This is an optimization exercise on Yosys and OpenROAD, whose aim is small area, not a production implementation. The RTL was checked by simulation tests, not by an equivalence proof against the original design. No activity file was given, so power comes from the tool's default toggle rates.

## wip/delta
// auc_loader
module auc_loader
#(
  parameter int WIDTH = auc_pkg::AUC_WIDTH,
  parameter int BUS   = auc_pkg::AUC_BUS,
  parameter int DEPTH = auc_pkg::AUC_DEPTH
) (
  input  logic             clk,
  input  logic             rst,
  input  logic             host_wr,
  input  logic [BUS-1:0]   host_wdat,
  output logic             host_rdy,
  input  logic             host_cmd_vld,
  input  logic [2:0]       host_cmd_mode,
  output logic             host_cmd_rdy,
  input  logic             core_busy,
  output logic [WIDTH-1:0] auc_dat,
  output logic             auc_start,
  output logic [2:0]       auc_mode,
  output logic             ldr_busy,
  output logic             ldr_err
);
Size in the first run: roughly 1,500 cells after synthesis, ~1,000 flip-flops, roughly 300 I/O pins, about 33,000 um2 of cells after synthesis.
clock: 4.0 ns
lec_check: 0
abc_area: 1
cap_margin: 20
core_margin: 2
core_utilization: 75
slew_margin: 20
buffer_ports_args: -buffer_cell sky130_fd_sc_hd__buf_1
cts_args: -sink_clustering_enable -repair_clock_nets -sink_clustering_size 20 -sink_clustering_max_diameter 50 -buf_list sky130_fd_sc_hd__clkbuf_8 -dont_use_dummy_load
standard.sh (not shown) runs the stock make flow with config.mk's settings and CLKGATE_MAP_FILE= SYNTH_SCRIPT=/design/flow/synth_recipe.tcl, a recipe that flattens the netlist after the stock synthesis.
==> flow/flow/run.sh <==
#!/bin/bash
set -uo pipefail
cts_args=$(cat flow/cts_args.txt)
cat >> config.mk <<EOC
export BUFFER_PORTS_ARGS = -buffer_cell sky130_fd_sc_hd__buf_1
export CTS_ARGS = ${cts_args}
EOC
cp config.mk config_used.log
bash standard.sh > standard.log 2>&1
==> flow/flow/cts_args.txt <==
-sink_clustering_enable -repair_clock_nets -sink_clustering_size 20 -sink_clustering_max_diameter 50 -buf_list sky130_fd_sc_hd__clkbuf_8 -dont_use_dummy_load
wip/delta completed end to end with timing, DRC and antenna clean.
Setup changes, wip/delta to wip/ember
==> flow/flow/cts_args.txt <==
-sink_clustering_enable -repair_clock_nets -sink_clustering_size 22 -sink_clustering_max_diameter 45 -buf_list sky130_fd_sc_hd__clkbuf_8 -dont_use_dummy_load
-- flow/config.mk --
<<< wip/delta, line 8
export ABC_AREA = 1
>>> wip/ember, line 8
<<< wip/delta, line 14
export CTS_ARGS = -sink_clustering_enable -repair_clock_nets -sink_clustering_size 20 -sink_clustering_max_diameter 50 -buf_list sky130_fd_sc_hd__clkbuf_8 -dont_use_dummy_load
>>> wip/ember, line 13
export CTS_ARGS = -sink_clustering_enable -repair_clock_nets -sink_clustering_size 22 -sink_clustering_max_diameter 45 -buf_list sky130_fd_sc_hd__clkbuf_8 -dont_use_dummy_load
Notes after the runs:
Final estimated routing congestion in global placement ended up 9.1% lower on wip/ember than on wip/delta.
wip/ember against wip/delta: count of clock-buffer cells in the layout +2; smallest setup slack after layout -0.21 ns; total overflow reported by the global router ~0 delta.
Comparing wip/ember and wip/delta, the higher maximum vdd drop was measured on wip/delta.
wip/delta → wip/ember: minimum period implied by the final worst setup slack now larger; part of the power in the clock network increased 0.4 points; area after synthesis closely matched the old numbers; average via count per standard cell held steady.
#### Input delta (wip/amber over wip/ember)
==> flow/flow/cts_args.txt <==
-sink_clustering_enable -repair_clock_nets -sink_clustering_size 28 -sink_clustering_max_diameter 40 -buf_list sky130_fd_sc_hd__clkbuf_16 -dont_use_dummy_load
-- flow/config.mk --
<<< wip/ember, line 13
export CTS_ARGS = -sink_clustering_enable -repair_clock_nets -sink_clustering_size 22 -sink_clustering_max_diameter 45 -buf_list sky130_fd_sc_hd__clkbuf_8 -dont_use_dummy_load
>>> wip/amber, line 13
export CTS_ARGS = -sink_clustering_enable -repair_clock_nets -sink_clustering_size 28 -sink_clustering_max_diameter 40 -buf_list sky130_fd_sc_hd__clkbuf_16 -dont_use_dummy_load
- Among wip/amber and wip/ember, a clean, completed layout was produced by wip/ember alone.
- wip/amber vs. wip/ember: clock buffer and inverter area fraction after layout rose by 2.9 points; total power rose by 13%; sequential portion of the cell area fell by 2.6 points.
--- input diff wip/amber..wip/fjord ---
==> flow/flow/cts_args.txt <==
-sink_clustering_enable -repair_clock_nets -sink_clustering_size 20 -sink_clustering_max_diameter 50 -buf_list sky130_fd_sc_hd__clkbuf_8 -dont_use_dummy_load
-- flow/config.mk --
<<< wip/amber, line 10
export CORE_UTILIZATION = 75
>>> wip/fjord, line 10
export CORE_UTILIZATION = 80
<<< wip/amber, line 13
export CTS_ARGS = -sink_clustering_enable -repair_clock_nets -sink_clustering_size 28 -sink_clustering_max_diameter 40 -buf_list sky130_fd_sc_hd__clkbuf_16 -dont_use_dummy_load
>>> wip/fjord, line 13
export CTS_ARGS = -sink_clustering_enable -repair_clock_nets -sink_clustering_size 20 -sink_clustering_max_diameter 50 -buf_list sky130_fd_sc_hd__clkbuf_8 -dont_use_dummy_load
==> comparison <==
wip/fjord against wip/amber; leakage power of the design is down by a few percent. wip/fjord gives more combinational group share of total power than wip/amber did. The share of the cycle needed by the critical path after routing in wip/fjord was lower than what wip/amber gave. wip/fjord: PASS, flow complete, no timing, DRC or antenna violations. Going from wip/amber to wip/fjord, worst clock skew on the final layout shrinks by 0.0036 ns. On wip/fjord: total power of the final layout is about 11% lower than what wip/amber gave. wip/amber → wip/fjord: setup slack saw an increase; effective utilization at floorplan went up; met2 layer usage reported by global route has decreased; pin count of the biggest net entering global routing lost 13%. Detailed-route wire length, wip/fjord vs wip/amber: down by more than 10%. Re clock group share of total power: wip/fjord is 7.9 points down on wip/amber.
> inputs changed (wip/fjord -> wip/harbor)
-- flow/config.mk --
<<< wip/fjord, line 10
export CORE_UTILIZATION = 80
>>> wip/harbor, line 10
export CORE_UTILIZATION = 75
export GPL_ROUTABILITY_DRIVEN = 0
Results
Changes observed in wip/harbor relative to wip/fjord: cell internal power dissipation level; number of antenna violations at the first check in global routing went up by 1.
The portion of the clock cycle consumed by the worst path in the final layout reported for wip/harbor is greater than that of wip/fjord by 4.3 points.
wip/harbor vs wip/fjord — register-to-register slack rose 0.31 ns.
Compared with wip/fjord, wip/harbor shows least setup slack across all paths after layout lower by 0.17 ns.
Reported sequential group power: wip/fjord vs wip/harbor — no meaningful difference
Per the final summary, wip/harbor finished and its layout is clean on timing, DRC and antenna.
Total number of cells along the worst setup path: wip/harbor vs wip/fjord down 3
Looking at area occupied by multi-input gates across wip/harbor and wip/fjord, the one that comes out higher is wip/harbor.
Here is what was changed in the inputs of wip/indigo compared with wip/harbor.
-- flow/config.mk --
<<< wip/harbor, line 11
export GPL_ROUTABILITY_DRIVEN = 0
>>> wip/indigo, line 11
--- outcome ---
- wip/harbor → wip/indigo: die area barely changed; length of routed met2 wiring barely changed.
- Clock edge transition at the registers on the reported setup and hold paths: wip/harbor vs wip/indigo, no meaningful difference

## static timing again, ports no longer ideal
In the flow no input, the clock included, has a driving cell. The finished layouts below were timed again as built, in two steps. Step 1 assumes that a clkbuf_16 drives the clock port and a buf_2 every other input. Step 2, shift: input delay + t, output delay - t, t = (earliest + latest rising clock arrival at the registers) / 2. This alone moves slack from input paths to output paths. Three values: ideal ports, drivers, drivers and shift; two values: the first two.
run | shift t [ns] | slack for setup (ns) | worst setup path after step 2
wip/delta | 0.676 | 0.676 / 0.616 / 0.949 | input to register
wip/ember | 0.663 | 0.463 / 0.408 / 0.804 | input to register
wip/amber | 0.661 | 0.550 / 0.550 / 0.443 | input to register
wip/fjord | 0.723 | 0.627 / 0.627 / 0.557 | input to register
wip/harbor | 0.714 | 0.456 / 0.407 / 0.792 | input to register
wip/indigo | 0.714 | 0.456 / 0.407 / 0.792 | input to register
The setup slack of wip/amber, which loses most, moves by 0.000 ns with the drivers and by -0.107 ns with both steps.
